From an optimization exercise on the open Yosys and OpenROAD flow, aimed at small area, a short achievable clock period and few clock cycles per item; shortcuts taken in it are not production practice. In this exercise RTL edits were held to simulation tests only and were not proved equivalent to the original.

===== design/flow/config.mk =====
export PLATFORM = sky130hd
export DESIGN_NAME = jam_top
export DESIGN_NICKNAME = jam_top
export VERILOG_FILES = /design/flow/design.v
export SDC_FILE = /design/flow/constraint.sdc
export NUM_CORES = 4
export LEC_CHECK = 0
export CAP_MARGIN = 20
export CORE_MARGIN = 2
export CORE_UTILIZATION = 40
export SLEW_MARGIN = 20

===== design/flow/constraint.sdc =====
create_clock -name core_clock -period 15.0 [get_ports {clk}]
set_input_delay 3.0000 -clock core_clock [delete_from_list [all_inputs] [get_ports {clk}]]
set_output_delay 3.0000 -clock core_clock [all_outputs]
set_load 0.01 [all_outputs]

===== design/flow/design.v =====
`default_nettype none
module jam_top (
	input  logic        clk,
	input  logic        rst_n,
	input  logic        in_valid,
	input  logic [6:0]  in_cost,
	output logic        out_valid,
	output logic [59:0] out_data    
);
	logic        xv;
	logic [6:0]  x;
	logic [5:0]  k;         
	logic [55:0] A;         
	logic [6:0]  m;         
	logic        rdy;       
	logic [2:0]  r;         
	logic        last;      
	always_ff @(posedge clk or negedge rst_n) begin
		if (!rst_n) begin
			xv  <= 1'b0;
			k   <= 6'd0;
			rdy <= 1'b0;
		end else begin
			xv  <= in_valid;
			rdy <= xv && (k[2:0] == 3'd7);
			if (xv)
				k <= k + 6'd1;
		end
	end
	assign r    = k[5:3] - 3'd1;
	assign last = rdy && (r == 3'd7);
	logic [55:0] ring [7];
	logic [55:0] cmin;
	logic [55:0] sx, sy, d;
	logic        ins;       
	logic        pass;      
	logic        put7;      
	logic        use_sub;   
	always_comb begin
		sx = ins ? A : ring[6];
		for (int c = 0; c < 8; c++) begin
			sy[c*7 +: 7] = rdy ? m : cmin[c*7 +: 7];
			d[c*7 +: 7]  = sx[c*7 +: 7] - sy[c*7 +: 7];
		end
	end
	assign ins     = rdy || put7;
	assign use_sub = (rdy && !last) || pass || put7;
	always_ff @(posedge clk) begin
		x <= in_cost;
		if (xv) begin
			A <= {x, A[55:7]};
			m <= (k[2:0] == 3'd0 || x < m) ? x : m;
		end else if (last) begin
			A <= d;   
		end
	end
	logic [2:0] ph;         
	always_ff @(posedge clk) begin
		ring[0] <= use_sub ? d : ring[6];
		for (int i = 1; i < 7; i++)
			ring[i] <= ring[i-1];
	end
	always_ff @(posedge clk or negedge rst_n) begin
		if (!rst_n)
			ph <= 3'd0;
		else if ((rdy && r == 3'd0) || ph == 3'd6)
			ph <= 3'd0;
		else
			ph <= ph + 3'd1;
	end
	logic [63:0] z;         
	logic [7:0]  lt, le;
	logic [7:0]  roh;
	logic [63:0] tr, tc;    
	always_comb begin
		for (int c = 0; c < 8; c++) begin
			lt[c] = rdy && (r == 3'd0 || d[c*7 +: 7] < cmin[c*7 +: 7]);
			le[c] = lt[c] || (rdy && d[c*7 +: 7] == cmin[c*7 +: 7]);
		end
		for (int i = 0; i < 8; i++)
			roh[i] = (r == i[2:0]);
	end
	always_ff @(posedge clk) begin
		for (int c = 0; c < 8; c++) begin
			if (lt[c])
				cmin[c*7 +: 7] <= d[c*7 +: 7];
			for (int i = 0; i < 8; i++)
				z[i*8+c] <= (z[i*8+c] && !lt[c]) || (roh[i] && le[c]);
		end
	end
	logic        pc;        
	logic        busy;      
	logic        done;      
	logic [3:0]  drawn;
	logic [63:0] tr_init;
	logic [7:0]  mr, mc;    
	logic [7:0]  hr, hc;    
	logic [7:0]  rsel, csel;
	logic        take_col;
	logic [7:0]  zc, zr;    
	logic        clr_c, clr_r, all_clear;
	logic [3:0]  pop;
	always_comb begin
		for (int i = 0; i < 8; i++) begin
			pop = 4'd0;
			for (int c = 0; c < 8; c++)
				pop = pop + {3'd0, z[i*8+c]};
			for (int n = 0; n < 8; n++)
				tr_init[i*8+n] = (pop > n[3:0]);
		end
	end
	always_comb begin
		mr = 8'd0;
		mc = 8'd0;
		for (int i = 0; i < 8; i++) begin
			mr = mr | tr[i*8 +: 8];
			mc = mc | tc[i*8 +: 8];
		end
		take_col = |(mc & ~mr);   
		for (int i = 0; i < 8; i++) begin
			hr[i] = &(tr[i*8 +: 8] | ~mr);
			hc[i] = &(tc[i*8 +: 8] | ~mc);
		end
		rsel = hr & (~hr + 8'd1);   
		csel = hc & (~hc + 8'd1);
		for (int i = 0; i < 8; i++) begin
			zc[i] = |(z[i*8 +: 8] & csel);
			zr[i] = 1'b0;
			for (int j = 0; j < 8; j++)
				zr[i] = zr[i] | (z[j*8+i] & rsel[j]);
		end
		clr_c = 1'b1;
		clr_r = 1'b1;
		for (int i = 0; i < 8; i++) begin
			if (tr[i*8] && !(zc[i] && !tr[i*8+1]))
				clr_c = 1'b0;
			if (tr[i*8] && !rsel[i])
				clr_r = 1'b0;
		end
		all_clear = take_col ? clr_c : clr_r;
	end
	always_ff @(posedge clk) begin
		for (int i = 0; i < 8; i++) begin
			if (pc)
				tr[i*8 +: 8] <= tr_init[i*8 +: 8];
			else if (busy) begin
				if (take_col) begin
					if (zc[i])
						tr[i*8 +: 8] <= {1'b0, tr[i*8+1 +: 7]};
				end else if (rsel[i])
					tr[i*8 +: 8] <= 8'd0;
			end
			if (lt[i])
				tc[i*8 +: 8] <= 8'd1;
			else if (le[i])
				tc[i*8 +: 8] <= {tc[i*8 +: 7], 1'b1};
			else if (busy) begin
				if (take_col) begin
					if (csel[i])
						tc[i*8 +: 8] <= 8'd0;
				end else if (zr[i])
					tc[i*8 +: 8] <= {1'b0, tc[i*8+1 +: 7]};
			end
		end
		if (pc)
			drawn <= 4'd0;
		else if (busy)
			drawn <= drawn + 4'd1;
	end
	logic       go;
	logic       fin;
	logic [2:0] beat;
	logic [2:0] pcnt;       
	assign fin  = done || (busy && all_clear);
	assign go   = fin && (ph == 3'd0);   
	assign pass = (pcnt != 3'd0);
	assign put7 = out_valid && (beat == 3'd5);   
	always_ff @(posedge clk or negedge rst_n) begin
		if (!rst_n) begin
			pc        <= 1'b0;
			busy      <= 1'b0;
			done      <= 1'b0;
			pcnt      <= 3'd0;
			out_valid <= 1'b0;
			beat      <= 3'd0;
		end else begin
			pc   <= last;
			busy <= pc || (busy && !all_clear);
			done <= fin && !go;
			if (last)
				pcnt <= 3'd7;
			else if (pass)
				pcnt <= pcnt - 3'd1;
			if (go) begin
				out_valid <= 1'b1;
				beat      <= 3'd0;
			end else if (out_valid) begin
				beat <= beat + 3'd1;
				if (beat == 3'd7)
					out_valid <= 1'b0;
			end
		end
	end
	assign out_data = {ring[1], drawn};
endmodule
`default_nettype wire

===== design/flow/flow/run.sh =====
#!/bin/bash
# Standard layout, with timing repair aiming for extra setup slack.
set -euo pipefail
bash standard.sh SETUP_SLACK_MARGIN=11 finish > make.log 2>&1

===== design/flow/standard.sh =====
#!/bin/bash
# synth_recipe.tcl (not shown) runs the flow's synth.tcl, then flattens the netlist and writes it again
# the make line also repeats each setting of config.mk as NAME=value (left out here)
make -C /OpenROAD-flow-scripts/flow DESIGN_CONFIG=/design/flow/config.mk WORK_HOME=/design/flow/orfs CLKGATE_MAP_FILE= SYNTH_SCRIPT=/design/flow/synth_recipe.tcl "${@:-finish}"

==> impl_metrics.json, run 1 <==
{
  "outcome": "no timing/DRC/antenna violations",
  "cts_root_buf": "clkbuf_16",
  "hold_violations": 0,
  "viasPerCell": 5.58,
  "drc": 0,
  "fin_worst_skew_ps": 41.4,
  "async_reset_ff_frac": 0.0286,
  "syn_area_um2": 30300,
  "drive_above_1_share": 0.304,
  "die-area_um2": 78000,
  "crit_type": "reg2reg",
  "grt_max_degree": 86,
  "r2r-start": "beat[1]",
  "critPathCaptureType": "flop",
  "clk_pin_slew_worst_paths_ps": 60,
  "firstDrtPassIters": 7,
  "grt_antenna_before_repair": 0,
  "num_io_pins": 71,
  "port-buffer-count": 70,
  "synth_edf_count": 183,
  "setup_viol": 0,
  "dp_hpwl_um": 66700,
  "max_slew_margin": 0.362,
  "yosysMostFrequentCell": "dfxtp_1",
  "cp_common_cell": "buf_4",
  "cpMaxStageDelayCell": "dfrtp_1",
  "seq_area_frac_synth": 0.549,
  "rows": 100,
  "fin_nets": 3345,
  "die_x_um": 279,
  "crit_arrival_ps": 5190,
  "cts_tree": "built",
  "slew_violations": 0,
  "ant_nets": 0,
  "n_fill_cell": 6249,
  "synth_top_area_frac": 0.351,
  "ys_ff_latch": 735,
  "start_util": 0.406,
  "finalCriticalPeriod_ps": 4640,
  "syn2layout_area_growth_pct": 31.4,
  "die_h_um": 279,
  "holdPathEnd": "ring[3][46]",
  "fin_util": 0.533,
  "grt_first_pass_wirelength_um": 147000,
  "ys_warn_count": 2,
  "yosysTopAreaCell": "dfxtp_1",
  "r2r-end": "beat[1]",
  "clockBufferDepth": 3,
  "tns_ps": 0,
  "overflow": 0,
  "rsz0062_at_grt": "true",
  "seqCellArea_um2": 16700,
  "synth_cells": 2818,
  "drt_iter0_markers": 2139,
  "reg2reg_depth": 34,
  "ys.flop_type": "dfxtp_1",
  "min_path_type": "reg2reg",
  "cp_max_fo": 2,
  "worst_pin_slew_ps": 956,
  "synth_area_leaders": "dfxtp_1, edfxtp_1, ha_1",
  "synth_nets": 3014,
  "ys_types": 93,
  "wl_um": 98100,
  "reg2reg_slack_ps": 10360,
  "synthTopCellsByCount": "dfxtp_1, nand2_1, inv_1",
  "numCtsBuffers": 78,
  "synth_area_per_cell_um2": 10.8,
  "final.period_utilization": 0.309,
  "holdPathStages": 0,
  "grt_usage": 0.247,
  "maxCapViolations": 0,
  "htreeDepth": 3,
  "fmax_mhz": 216,
  "vias": 23300,
  "grt_pass1_vias": 23500,
  "start_kind": "flop",
  "cts.sinks": 735,
  "crit_path_max_incr_delay_ps": 380,
  "min_from": "ring[2][46]",
  "design.core.area_um2": 74700,
  "clk_latency_ps": 650,
  "routedWlPerCell_um": 23.5,
  "multi_input_area_um2": 14500,
  "worst_ep_required_time_ps": 15560,
  "globalplace.congestion": 0.971
}
==> worst max-delay path: cells and delay by family (launching register included) <==
kind                   cells  cell delay, ps
buffers and inverters     32            3770
DFF                        1             380
muxes                      1             280
and+or+nand+nor            1             140
==> layer usage <==
| metal | wire [um] | up-vias | part of all wire | track usage |
|---|---|---|---|---|
| met5 | 0 | - | 0 | 0 |
| met4 | 2990 | 0 | 0.030 | 0.0835 |
| met3 | 5760 | 166 | 0.059 | 0.0364 |
| met2 | 44700 | 765 | 0.46 | 0.391 |
| met1 | 44700 | 11600 | 0.46 | 0.346 |
| li1 | - | 10700 | - | - |
==> cell type report <==
class / instances / share of cell area
Sequential cell: 735 / 0.420
Timing Repair Buffer: 348 / 0.0923
Clock buffer: 104 / 0.0566
Tap cell: 969 / 0.0304
Multi-Input combinational cell: 1739 / 0.364
Clock inverter: 37 / 0.0114
Timing Repair inverter: 1 / 0.000157
Antenna cell: 1 / 0.0000628
Inverter: 246 / 0.0248
==> layout by cell type (no fill, tap or decap), types with 51 or more instances in the layout <==
cell type	netlist	routed
edfxtp_1	183	183
inv_1	241	223
clkbuf_16	0	83
mux2_2	58	51
ha_1	146	112
dfxtp_2	0	58
nand2_1	271	257
buf_4	3	181
a21oi_1	177	151
dfxtp_1	531	471
o21ai_0	187	120
buf_6	3	113
nor2_1	85	64
==> per-stage QoR <==
stage,instance area (um2),setup WS [ps],instances,hold slack (ps)
final,39800,10360,4180,311
after global routing,39800,10290,4179,318
after CTS,38500,10640,4122,309
after detailed placement,32300,8830,3792,312
after global placement,32300,9020,3792,310
after floorplan,30600,10450,2818,310
==> cell families after synthesis <==
family | count (synthesis) | share of synthesized area
AOI/OAI and AO/OA | 683 | 0.147
xor gates and xnor gates | 65 | 0.0188
adders and majority gates | 186 | 0.0867
buffers and inverters | 345 | 0.0442
DFF | 735 | 0.549
muxes | 97 | 0.0344
and+or+nand+nor | 707 | 0.120
==> registers in the layout (all words and copies together), names as in the netlist, 4 cells and up <==
register,count
m,7
z,64
tc,64
drawn,4
k,6
x,7
tr,64
cmin,56
A,56
ring,392
==> what timing repair did <==
| item | CTS | global route |
|---|---|---|
| resized for setup | 742 | 196 |
| hold buffers | 0 | 0 |
| pin swaps | 127 | 116 |
| setup buffers | 177 | 56 |
| gates cloned | 12 | 1 |
| endpoints found under the setup margin | 327 | 306 |
==> how the worst max path moves through the flow <==
stage | start | to | cells after the start
floorplan | beat[0] | tc[62] | 23
global placement | beat[1] | tc[8] | 22
detailed placement | beat[0] | tc[8] | 21
CTS | beat[1] | tc[60] | 26
global route | beat[1] | tc[60] | 24
finish | beat[1] | beat[1] | 34
Testbench counts, summed over its fixed seeds: cycles 15,919, matrices 192.
==> run 2, diff against run 1 <==
==> design/flow/run.sh (new file) <==
#!/bin/bash
# synth_recipe.tcl (not shown) runs the flow's synth.tcl, then flattens the netlist and writes it again
# the make line also repeats each setting of config.mk as NAME=value (left out here)
make -C /OpenROAD-flow-scripts/flow DESIGN_CONFIG=/design/flow/config.mk WORK_HOME=/design/flow/orfs CLKGATE_MAP_FILE= SYNTH_SCRIPT=/design/flow/synth_recipe.tcl finish
removed: design/flow/flow/run.sh
removed: design/flow/standard.sh
==> run 2 against run 1 <==
Still clean. First-iteration DRC count is 18% lower. Cell count fell by 5.9%. Via count fell by 5.3%. Routed wire length down 5.5%. Synthesized cell count did not move. Maximum frequency down 27%. Clock skew shrank 1.5 ps. Core utilization shrank 6.7 points. Setup slack worse by 1700 ps. Largest cell class unchanged.
==> impl_metrics.json, run 2 <==
{
  "fin_util": 0.466,
  "maxCapViolations": 0,
  "synthAdderAreaFrac": 0.0867,
  "reg2reg_slack_ps": 8620,
  "grtUsageMet2": 0.386,
  "path_cells": "ha_1 > and3_1 > nor2_4 > buf_4 > buf_4 > mux2_2 > ha_1 > nor2b_1 > o21ai_0 > nand2b_1 > a21o_1 > a21oi_1 > xnor2_1 > ha_1 > o21ai_0 > a31oi_1 > clkinv_1 > o22ai_1",
  "clk_pin_slew_worst_paths_ps": 70,
  "start_kind": "flop",
  "die_x_um": 279,
  "start_util": 0.406,
  "synth_area_leaders": "dfxtp_1, edfxtp_1, ha_1",
  "rsz0062_at_grt": "false",
  "min_path_type": "reg2reg",
  "use_met3": 0.0325,
  "synth_xor_area_frac": 0.0188,
  "synth_simple_gate_area_frac": 0.120,
  "hold_violations": 0,
  "n_fill_cell": 6914,
  "crit_type": "reg2reg",
  "port-buffer-count": 70,
  "cts_root_buf": "clkbuf_16",
  "vias": 22100,
  "tns_ps": 0,
  "crit_path_max_incr_delay_ps": 820,
  "synth_top_family_by_area": "compound AO/OA/AOI/OAI gates",
  "cpMaxStageDelayCell": "clkinv_1",
  "die_h_um": 279,
  "cts_resized": 0,
  "path_buf_inv": 3,
  "firstDrtPassIters": 6,
  "clockBufferDepth": 3,
  "cp_common_cell": "ha_1",
  "htreeDepth": 3,
  "grt_pass1_vias": 22200,
  "die-area_um2": 78000,
  "mostFrequentLayoutCell": "dfxtp_1",
  "drt_iter0_markers": 1754,
  "largest_reg_flops": 392,
  "yosysTopAreaCell": "dfxtp_1",
  "synth.area.mux_share": 0.0344,
  "wl_um": 92700,
  "ys_warn_count": 2,
  "seq_area_frac_synth": 0.549,
  "critPathCaptureType": "flop",
  "final_cell_mix": "dfxtp_1, nand2_1, inv_1, o21ai_0, edfxtp_1",
  "synth_nets": 3014,
  "synth_top_area_frac": 0.351,
  "regMostFlops": "ring",
  "fmax_mhz": 157,
  "cts_setup_buffers": 0,
  "max_slew_margin": 0.288,
  "overflow": 0,
  "grt_first_pass_wirelength_um": 140000,
  "cts_tree": "built",
  "worst_pin_slew_ps": 1070,
  "cts.sinks": 735,
  "synth_edf_count": 183,
  "grt_antenna_before_repair": 3,
  "fin_nets": 3095,
  "crit_arrival_ps": 6920,
  "syn_area_um2": 30300,
  "design.core.area_um2": 74700,
  "clk_latency_ps": 660,
  "grt_max_degree": 84,
  "synth_area_per_cell_um2": 10.8,
  "num_io_pins": 71,
  "drc": 0,
  "seqCellArea_um2": 16700,
  "routedWlPerCell_um": 23.6,
  "grt_usage": 0.237,
  "crit_family": "compound AO/OA/AOI/OAI gates",
  "numCtsBuffers": 77,
  "synth_cells": 2818,
  "final.period_utilization": 0.426,
  "finalCriticalPeriod_ps": 6380,
  "cts-hold-fix-buffers": 0,
  "syn2layout_area_growth_pct": 14.9,
  "multi_input_area_um2": 12400,
  "ys_ff_latch": 735,
  "yosysMostFrequentCell": "dfxtp_1",
  "slew_violations": 0,
  "cp_max_fo": 37,
  "ant_nets": 0,
  "grt.busiest_layer": "met2",
  "use_met1": 0.323,
  "worst_ep_required_time_ps": 15530,
  "ys.flop_type": "dfxtp_1",
  "globalplace.congestion": 0.994,
  "fin_hold_ws_ps": 312,
  "outcome": "no timing/DRC/antenna violations",
  "viasPerCell": 5.61,
  "placed_cells": 3789,
  "drive_above_1_share": 0.0945,
  "setup_viol": 0,
  "fin_worst_skew_ps": 39.9,
  "async_reset_ff_frac": 0.0286,
  "synthTopCellsByCount": "dfxtp_1, nand2_1, inv_1",
  "ys_types": 93,
  "fin_cells": 3933,
  "dp_hpwl_um": 68700,
  "rows": 100,
  "synth_compound_area_frac": 0.147
}
==> run 2: kinds of logic (layout without fill, tap and decap cells) <==
group                      Yosys count  count (layout)
AOI/OAI and AO/OA                  683             683
DFF                                735             735
muxes                               97              97
buffers and inverters              345             490
other                                0               1
adders and majority gates          186             186
xor gates and xnor gates            65              65
and+or+nand+nor                    707             707
==> run 2: path summary, 6_finish.rpt <==
| kind | cells after the start | to | from |
|---|---|---|---|
| setup reg to reg | 18 | z[44] | beat[0] |
| min in group asynchronous | 1 | beat[0] | rst_n |
| max in group asynchronous | 1 | xv | rst_n |
| hold / removal | 0 | ring[3][10] | ring[2][10] |
| setup / recovery | 18 | z[44] | beat[0] |
| hold reg to reg | 0 | ring[3][10] | ring[2][10] |
==> run 2: area by class of cell <==
class | count | area share
clock inverter | 39 | 0.0158
multi-input combinational | 1738 | 0.356
clock buffer | 104 | 0.0623
timing repair buffer | 101 | 0.0268
tap | 969 | 0.0348
antenna | 1 | 0.0000718
inverter | 246 | 0.0265
sequential | 735 | 0.478
==> run 2: stage by stage <==
step	setup WS, ps	cell area [um2]
6_report	8620	34800
5_1_grt	8130	34800
4_1_cts	8580	34800
3_5_place_dp	8620	32100
3_3_place_gp	8690	32100
2_1_floorplan	9510	30300
==> run 2: metal layers <==
metal,up-vias,wire (um)
met3,166,5500
met5,-,0
met4,0,2970
met2,792,42700
li1,10200,-
met1,10900,41600

==> what the ideal ports hide <==
The flow's constraints put no driver on any port. The routed layouts listed below were extracted and timed again, unchanged, in two steps. Step 1 sets driving cells, clkbuf_16 on the clock port and buf_2 on the other inputs (assumed; they add their load-dependent delay and slew). Step 2 times the ports against the registers' clock, not the clock port: input delays grow and output delays shrink by t, the midpoint of the rising clock arrivals with the driver on. a / b / c = ideal ports / drivers / drivers and shift; a / b = the first two.
run | t (ns) | slack for setup (ns) | worst hold slack (ns) | worst setup path at the end | latest minus earliest clock arrival (ns)
run 1 | 0.691 | 10.364 / 10.364 / 10.364 | 0.311 / 0.311 / 0.311 | register to register | 0.042 / 0.042
run 2 | 0.708 | 8.615 / 8.615 / 8.615 | 0.312 / 0.312 / 0.312 | register to register | 0.042 / 0.042
After both steps every run listed still meets setup and hold.
